This design comes from an exercise in tuning for small area, a short achievable clock period and few clock cycles on the open sky130 flow, not from production work. At most, simulation tests tie the RTL to the original design; equivalence was not proved. Power figures rest on the tool's default switching activity, not on a simulated workload.

==> build 69 <==
## lgappg_sched
module lgappg_sched #(
   parameter int W_WORDS = 8,
   parameter int H_ROWS  = 8
) (
   input  logic         clk,
   input  logic         rst,
   input  logic         start,
   output logic         busy,
   output logic         done,
   input  logic         in_valid,
   output logic         in_ready,
   input  logic [63:0]  in_data,
   output logic         win_valid,
   input  logic         win_ready,
   output logic [575:0] win_data,
   output logic         win_odd
);
   localparam int NW = W_WORDS * H_ROWS;
   localparam int S  = 2 * W_WORDS + 3;
   localparam int XW = $clog2(W_WORDS);
   localparam int YW = $clog2(H_ROWS);
   localparam int PW = XW + YW;
   localparam logic [PW-1:0] LAST_IDX = PW'(NW - 1);
   localparam logic [PW-1:0] PRE_LOAD = PW'(W_WORDS);
   localparam logic [XW-1:0] X_LAST   = XW'(W_WORDS - 1);
   localparam logic [YW-1:0] Y_LAST   = YW'(H_ROWS - 1);
   logic            run_q, flush_q, done_q, wv_q, odd_q;
   logic            prime_q;     
   logic            last_q;      
   logic [PW-1:0]   in_cnt_q;    
   logic [YW-1:0]   row_q;       
   logic [XW-1:0]   col_q;
   localparam int KR = 4;
   logic [KR-1:0][8:0] kill_q;   
   logic [8:0]      n_kill, c_kill;
   logic [S-1:0][63:0] store_q;  
  ...
==> module lgappg_sched, before the edit <==
module lgappg_sched #(
   parameter int W_WORDS = 8,
   parameter int H_ROWS  = 8
) (
   input  logic         clk,
   input  logic         rst,
   input  logic         start,
   output logic         busy,
   output logic         done,
   input  logic         in_valid,
   output logic         in_ready,
   input  logic [63:0]  in_data,
   output logic         win_valid,
   input  logic         win_ready,
   output logic [575:0] win_data,
   output logic         win_odd
);
   localparam int NW = W_WORDS * H_ROWS;
   localparam int S  = 2 * W_WORDS + 3;
   localparam int XW = $clog2(W_WORDS);
   localparam int YW = $clog2(H_ROWS);
   localparam int PW = XW + YW;
   localparam logic [PW-1:0] LAST_IDX = PW'(NW - 1);
   localparam logic [PW-1:0] PRE_LOAD = PW'(W_WORDS);
   localparam logic [XW-1:0] X_LAST   = XW'(W_WORDS - 1);
   localparam logic [YW-1:0] Y_LAST   = YW'(H_ROWS - 1);
   logic            run_q, flush_q, done_q, wv_q, odd_q;
   logic            prime_q;     
   logic            last_q;      
   logic [PW-1:0]   in_cnt_q;    
   logic [YW-1:0]   row_q;       
   logic [XW-1:0]   col_q;
   localparam int KR = 4;
   logic [KR-1:0][8:0] kill_q;   
   logic [8:0]      n_kill, c_kill;
   logic [S-1:0][63:0] store_q;  
   logic slot_free, acc, shift, load, hs, last_hs, wrap;
   logic n_up, n_dn, n_lf, n_rt, c_up, c_dn, c_lf, c_rt;
   assign slot_free = !wv_q || win_ready;
   assign acc       = run_q && in_valid && slot_free;
   assign shift     = acc || (flush_q && slot_free && !last_q);
   assign load      = shift && (flush_q || prime_q);
   assign hs        = wv_q && win_ready;
   assign last_hs   = hs && last_q;
   assign wrap = (col_q == X_LAST);
   assign n_lf = wrap;
   assign n_rt = (col_q == X_LAST - XW'(1));
   assign n_up = wrap ? (row_q == Y_LAST) : (row_q == '0);
   assign n_dn = wrap ? (row_q == Y_LAST - YW'(1)) : (row_q == Y_LAST);
   always_comb begin
      for (int k = 0; k < 9; k++) begin
         n_kill[k] = ((k / 3 == 0) && n_up) || ((k / 3 == 2) && n_dn) ||
                     ((k % 3 == 0) && n_lf) || ((k % 3 == 2) && n_rt);
         c_kill[k] = ((k / 3 == 0) && c_up) || ((k / 3 == 2) && c_dn) ||
                     ((k % 3 == 0) && c_lf) || ((k % 3 == 2) && c_rt);
      end
   end
   always_ff @(posedge clk) begin
      kill_q[0] <= load ? n_kill : c_kill;
      kill_q[1] <= (load || !wv_q) ? n_kill : c_kill;
      kill_q[2] <= load ? n_kill : (wv_q ? c_kill : 9'h000);
      kill_q[3] <= load ? n_kill : (wv_q ? c_kill : 9'h1ff);
   end
   assign c_lf = (col_q == '0);
   assign c_rt = wrap;
   assign c_up = (row_q == '0);
   assign c_dn = (row_q == Y_LAST);
   always_ff @(posedge clk) begin
      if (shift) begin
         store_q[0] <= ~in_data;
         for (int j = 1; j < S; j++) store_q[j] <= store_q[j-1];
      end
   end
   always_ff @(posedge clk) begin
      if (load) begin
         odd_q  <= row_q[0] ^ wrap;
         last_q <= (row_q == Y_LAST) && n_rt;
         col_q  <= col_q + XW'(1);
         if (wrap) row_q <= row_q + YW'(1);
      end
      if (!run_q && !flush_q && !done_q && start) begin
         row_q  <= Y_LAST;
         col_q  <= X_LAST;
         last_q <= 1'b0;
      end
   end
   always_ff @(posedge clk) begin
      if (rst) begin
         run_q    <= 1'b0;
         flush_q  <= 1'b0;
         done_q   <= 1'b0;
         wv_q     <= 1'b0;
         prime_q  <= 1'b0;
         in_cnt_q <= '0;
      end else begin
         done_q <= last_hs;
         if (!run_q && !flush_q && !done_q && start) begin
            run_q    <= 1'b1;
            prime_q  <= 1'b0;
            in_cnt_q <= '0;
         end
         if (acc) begin
            in_cnt_q <= in_cnt_q + PW'(1);
            if (in_cnt_q == PRE_LOAD) prime_q <= 1'b1;
            if (in_cnt_q == LAST_IDX) begin
               run_q   <= 1'b0;
               flush_q <= 1'b1;
            end
         end
         if (last_hs) flush_q <= 1'b0;
         if (load)    wv_q <= 1'b1;
         else if (hs) wv_q <= 1'b0;
      end
   end
   for (genvar k = 0; k < 9; k++) begin : g_win
      localparam int J = W_WORDS + 1 - ((k / 3 - 1) * W_WORDS + (k % 3 - 1));
      for (genvar b = 0; b < 64; b++) begin : g_bit
         assign win_data[64*k + b] = ~(store_q[J][b] | kill_q[b * KR / 64][k]);
      end
   end
   assign in_ready  = run_q && slot_free;
   assign busy      = run_q || flush_q;
   assign done      = done_q;
   assign win_valid = wv_q;
   assign win_odd   = odd_q;
endmodule
==> flow/config.mk <==
export PLATFORM = sky130hd
export DESIGN_NAME = lgappg_sched
export DESIGN_NICKNAME = lgappg_sched
export VERILOG_FILES = /design/flow/design.v
export SDC_FILE = /design/flow/constraint.sdc
export NUM_CORES = 4
export LEC_CHECK = 0
export CAP_MARGIN = 20
export CORE_MARGIN = 2
export CORE_UTILIZATION = 60
export CTS_CLUSTER_DIAMETER = 70
export CTS_CLUSTER_SIZE = 25
export SETUP_SLACK_MARGIN = 2.0
export SLEW_MARGIN = 20
==> flow/constraint.sdc <==
create_clock -name core_clock -period 4.0 [get_ports {clk}]
set_input_delay 0.8000 -clock core_clock [delete_from_list [all_inputs] [get_ports {clk}]]
set_output_delay 0.8000 -clock core_clock [all_outputs]
set_load 0.01 [all_outputs]
standard.sh (not shown) runs the stock make flow with config.mk's settings and CLKGATE_MAP_FILE= SYNTH_SCRIPT=/design/flow/synth_recipe.tcl, a recipe that flattens the netlist after the stock synthesis.
==> flow/flow/run.sh <==
#!/bin/bash
# Standard layout, but ports buffered with plain buffers and the resizer free to swap footprints.
set -euo pipefail
bash standard.sh MATCH_CELL_FOOTPRINT=0 'BUFFER_PORTS_ARGS=-buffer_cell sky130_fd_sc_hd__buf_1' finish > standard_flow.log 2>&1
==> trial 94: changes against build 69 <==
--- a/flow/design.v
+++ b/flow/design.v
@@ -24,9 +24,11 @@
    localparam logic [PW-1:0] PRE_LOAD = PW'(W_WORDS);
    localparam logic [XW-1:0] X_LAST   = XW'(W_WORDS - 1);
    localparam logic [YW-1:0] Y_LAST   = YW'(H_ROWS - 1);
-   logic            run_q, flush_q, done_q, wv_q, odd_q;
+   logic            run_q, flush_q, busy_q, done_q, wv_q, odd_q;
    logic            prime_q;     
    logic            last_q;      
+   logic            wvn_q;       
+   logic            more_q;      
    logic [PW-1:0]   in_cnt_q;    
    logic [YW-1:0]   row_q;       
    logic [XW-1:0]   col_q;
@@ -36,9 +38,9 @@
    logic [S-1:0][63:0] store_q;  
    logic slot_free, acc, shift, load, hs, last_hs, wrap;
    logic n_up, n_dn, n_lf, n_rt, c_up, c_dn, c_lf, c_rt;
-   assign slot_free = !wv_q || win_ready;
+   assign slot_free = wvn_q || win_ready;
    assign acc       = run_q && in_valid && slot_free;
-   assign shift     = acc || (flush_q && slot_free && !last_q);
+   assign shift     = slot_free && ((run_q && in_valid) || more_q);
    assign load      = shift && (flush_q || prime_q);
    assign hs        = wv_q && win_ready;
    assign last_hs   = hs && last_q;
@@ -88,14 +90,18 @@
       if (rst) begin
          run_q    <= 1'b0;
          flush_q  <= 1'b0;
+         busy_q   <= 1'b0;
          done_q   <= 1'b0;
          wv_q     <= 1'b0;
+         wvn_q    <= 1'b1;
+         more_q   <= 1'b0;
          prime_q  <= 1'b0;
          in_cnt_q <= '0;
       end else begin
          done_q <= last_hs;
          if (!run_q && !flush_q && !done_q && start) begin
             run_q    <= 1'b1;
+            busy_q   <= 1'b1;
             prime_q  <= 1'b0;
             in_cnt_q <= '0;
          end
@@ -105,11 +111,18 @@
             if (in_cnt_q == LAST_IDX) begin
                run_q   <= 1'b0;
                flush_q <= 1'b1;
+               more_q  <= 1'b1;
             end
          end
-         if (last_hs) flush_q <= 1'b0;
+         if (load && flush_q && (row_q == Y_LAST) && n_rt) more_q <= 1'b0;
+         if (last_hs) begin
+            flush_q <= 1'b0;
+            busy_q  <= 1'b0;
+         end
          if (load)    wv_q <= 1'b1;
          else if (hs) wv_q <= 1'b0;
+         if (load)    wvn_q <= 1'b0;
+         else if (hs) wvn_q <= 1'b1;
       end
    end
    for (genvar k = 0; k < 9; k++) begin : g_win
@@ -119,7 +132,7 @@
       end
    end
    assign in_ready  = run_q && slot_free;
-   assign busy      = run_q || flush_q;
+   assign busy      = busy_q;
    assign done      = done_q;
    assign win_valid = wv_q;
    assign win_odd   = odd_q;
Settings changed: CORE_UTILIZATION 60 to 75, CTS_BUF_LIST set to sky130_fd_sc_hd__clkbuf_16, CTS_CLUSTER_DIAMETER 70 to 60, CTS_CLUSTER_SIZE 25 to 30, SETUP_SLACK_MARGIN 2.0 to 1.7.
==> trial 24: changes against build 69 <==
==> flow/design.v (replaced) <==
module lgappg_sched #(
   parameter int W_WORDS = 8,
   parameter int H_ROWS  = 8
) (
   input  logic         clk,
   input  logic         rst,
   input  logic         start,
   output logic         busy,
   output logic         done,
   input  logic         in_valid,
   output logic         in_ready,
   input  logic [63:0]  in_data,
   output logic         win_valid,
   input  logic         win_ready,
   output logic [575:0] win_data,
   output logic         win_odd
);
   localparam int NW = W_WORDS * H_ROWS;
   localparam int S  = 2 * W_WORDS + 3;
   localparam int XW = $clog2(W_WORDS);
   localparam int YW = $clog2(H_ROWS);
   localparam int PW = XW + YW;
   localparam logic [PW-1:0] LAST_IDX   = PW'(NW - 1);
   localparam logic [PW-1:0] FIRST_LOAD = PW'(W_WORDS + 1);
   localparam logic [XW-1:0] X_LAST     = XW'(W_WORDS - 1);
   localparam logic [YW-1:0] Y_LAST     = YW'(H_ROWS - 1);
   logic            run_q, flush_q, done_q, wv_q, odd_q;
   logic [PW-1:0]   in_cnt_q;    
   logic [PW-1:0]   pos_q;       
   logic [8:0]      kill_q;      
   logic [S-1:0][63:0] store_q;  
   logic slot_free, acc, shift, load, hs, last_hs;
   logic [PW-1:0] npos;
   logic [YW-1:0] nrow;
   logic [XW-1:0] ncol;
   assign slot_free = !wv_q || win_ready;
   assign acc       = run_q && in_valid && slot_free;
   assign shift     = acc || (flush_q && slot_free && (pos_q != LAST_IDX));
   assign load      = shift && (flush_q || (in_cnt_q >= FIRST_LOAD));
   assign hs        = wv_q && win_ready;
   assign last_hs   = hs && flush_q && (pos_q == LAST_IDX);
   assign npos      = pos_q + PW'(1);
   assign nrow      = npos[PW-1:XW];
   assign ncol      = npos[XW-1:0];
   always_ff @(posedge clk) begin
      if (shift) begin
         store_q[0] <= ~in_data;
         for (int j = 1; j < S; j++) store_q[j] <= store_q[j-1];
      end
   end
   always_ff @(posedge clk) begin
      if (load) begin
         odd_q <= nrow[0];
         for (int k = 0; k < 9; k++) begin
            kill_q[k] <= ((k / 3 == 0) && (nrow == '0)) || ((k / 3 == 2) && (nrow == Y_LAST)) ||
                         ((k % 3 == 0) && (ncol == '0)) || ((k % 3 == 2) && (ncol == X_LAST));
         end
      end
   end
   always_ff @(posedge clk) begin
      if (rst) begin
         run_q    <= 1'b0;
         flush_q  <= 1'b0;
         done_q   <= 1'b0;
         wv_q     <= 1'b0;
         in_cnt_q <= '0;
         pos_q    <= '0;
      end else begin
         done_q <= last_hs;
         if (!run_q && !flush_q && !done_q && start) begin
            run_q    <= 1'b1;
            in_cnt_q <= '0;
            pos_q    <= LAST_IDX;
         end
         if (acc) begin
            in_cnt_q <= in_cnt_q + PW'(1);
            if (in_cnt_q == LAST_IDX) begin
               run_q   <= 1'b0;
               flush_q <= 1'b1;
            end
         end
         if (last_hs) flush_q <= 1'b0;
         if (load) begin
            wv_q  <= 1'b1;
            pos_q <= npos;
         end else if (hs) begin
            wv_q <= 1'b0;
         end
      end
   end
   for (genvar k = 0; k < 9; k++) begin : g_win
      localparam int J = W_WORDS + 1 - ((k / 3 - 1) * W_WORDS + (k % 3 - 1));
      assign win_data[64*k +: 64] = ~(store_q[J] | {64{kill_q[k]}});
   end
   assign in_ready  = run_q && slot_free;
   assign busy      = run_q || flush_q;
   assign done      = done_q;
   assign win_valid = wv_q;
   assign win_odd   = odd_q;
endmodule
==> flow/run.sh (new file) <==
#!/bin/bash
# synth_recipe.tcl (not shown) runs the flow's synth.tcl, then flattens the netlist and writes it again
# the make line also repeats each setting of config.mk as NAME=value (left out here)
make -C /OpenROAD-flow-scripts/flow DESIGN_CONFIG=/design/flow/config.mk WORK_HOME=/design/flow/orfs CLKGATE_MAP_FILE= SYNTH_SCRIPT=/design/flow/synth_recipe.tcl finish
Settings changed: CORE_UTILIZATION 60 to 40, CTS_CLUSTER_DIAMETER 70 to unset, CTS_CLUSTER_SIZE 25 to unset, SETUP_SLACK_MARGIN 2.0 to 1.6.
removed: flow/flow/run.sh
removed: flow/standard.sh
==> run notes <==
quantity	trial 24	build 69	trial 94
Outcome	timing/DRC/antenna clean	timing/DRC/antenna clean	timing/DRC/antenna clean
Area taken by multi-input logic gates	5404 sq um	6457 sq um	3097 sq um
Area grow syn2layout	46.87%	36.20%	13.49%
Clock network power share	0.412	0.296	0.297
Critical path fanouts, max	32	4	16
Crit path launch	kill_q[2]	win_ready	kill_q[21]
Post-Place Cells	3979	3601	3449
Fraction of area in multi-input gates	0.09109	0.1149	0.06589
Post-Route Utilization	0.5924	0.8221	0.8564
Wire per inst	22.82 um	23.06 um	22.00 um
Highest Clock Rate	331.9 MHz	432.4 MHz	439.1 MHz
Final design area excluding fillers	59320 sq um	56190 sq um	47000 sq um
Num tapcells	1298	882	704
Final-layout clock buffer total	154	103	58
Total power per unit cell area	454.2 nW/um^2	404.8 nW/um^2	476.9 nW/um^2
First-iteration detailed-routing DRC count	1566	1755	1977
Reported clock group power	11.1 mW	6.73 mW	6.66 mW
Total stage count of the critical path	3	4	2
Floorplan die area	103500 sq um	70870 sq um	57100 sq um
Number of fill cells	7150	3133	2308
Non-clock inverter count in the final layout	137	122	125
Layout clock area frac	0.06629	0.03124	0.03807
Pin slew with the least headroom to its limit	0.7502 ns	0.7443 ns	1.013 ns
Slew margin rel.	0.4983	0.5025	0.3247
Via Count	21030	20330	19910
Simple-gate share of the synthesized area	0.05405	0.05647	0.05590
Reported combinational group power	0.776 mW	0.777 mW	0.547 mW
Testbench counts of trial 94, summed over its fixed seeds: cycles 9,728.
Function not checked in build 69 and trial 24: the RTL went through the layout flow alone.

re-timing with driven ports:
The flow's constraints put no driver on any port. The routed layouts listed below were extracted and timed again, unchanged, in two steps. Step 1 sets driving cells, clkbuf_16 on the clock port and buf_2 on the other inputs (assumed; they add their load-dependent delay and slew). Step 2, shift: input delay + t, output delay - t, t = (earliest + latest rising clock arrival at the registers) / 2. This alone moves slack from input paths to output paths. a / b / c = no drivers / after step 1 / after step 2; a / b = the first two.
| run | shift t [ns] | slack for setup (ns) | worst hold slack (ns) | latest minus earliest clock arrival (ns) |
|---|---|---|---|---|
| build 69 | 0.702 | 1.687 / 1.617 / 1.487 | 0.343 / 0.305 / 0.408 | 0.040 / 0.040 |
| trial 94 | 0.687 | 1.723 / 1.663 / 1.130 | 0.358 / 0.318 / 0.411 | 0.036 / 0.036 |
| trial 24 | 0.742 | 0.987 / 0.936 / 0.952 | 0.411 / 0.411 / 0.411 | 0.036 / 0.035 |
After both steps every run listed still meets setup and hold. The setup slack of trial 94, which loses most, moves by -0.060 ns with the drivers and by -0.593 ns with both steps.
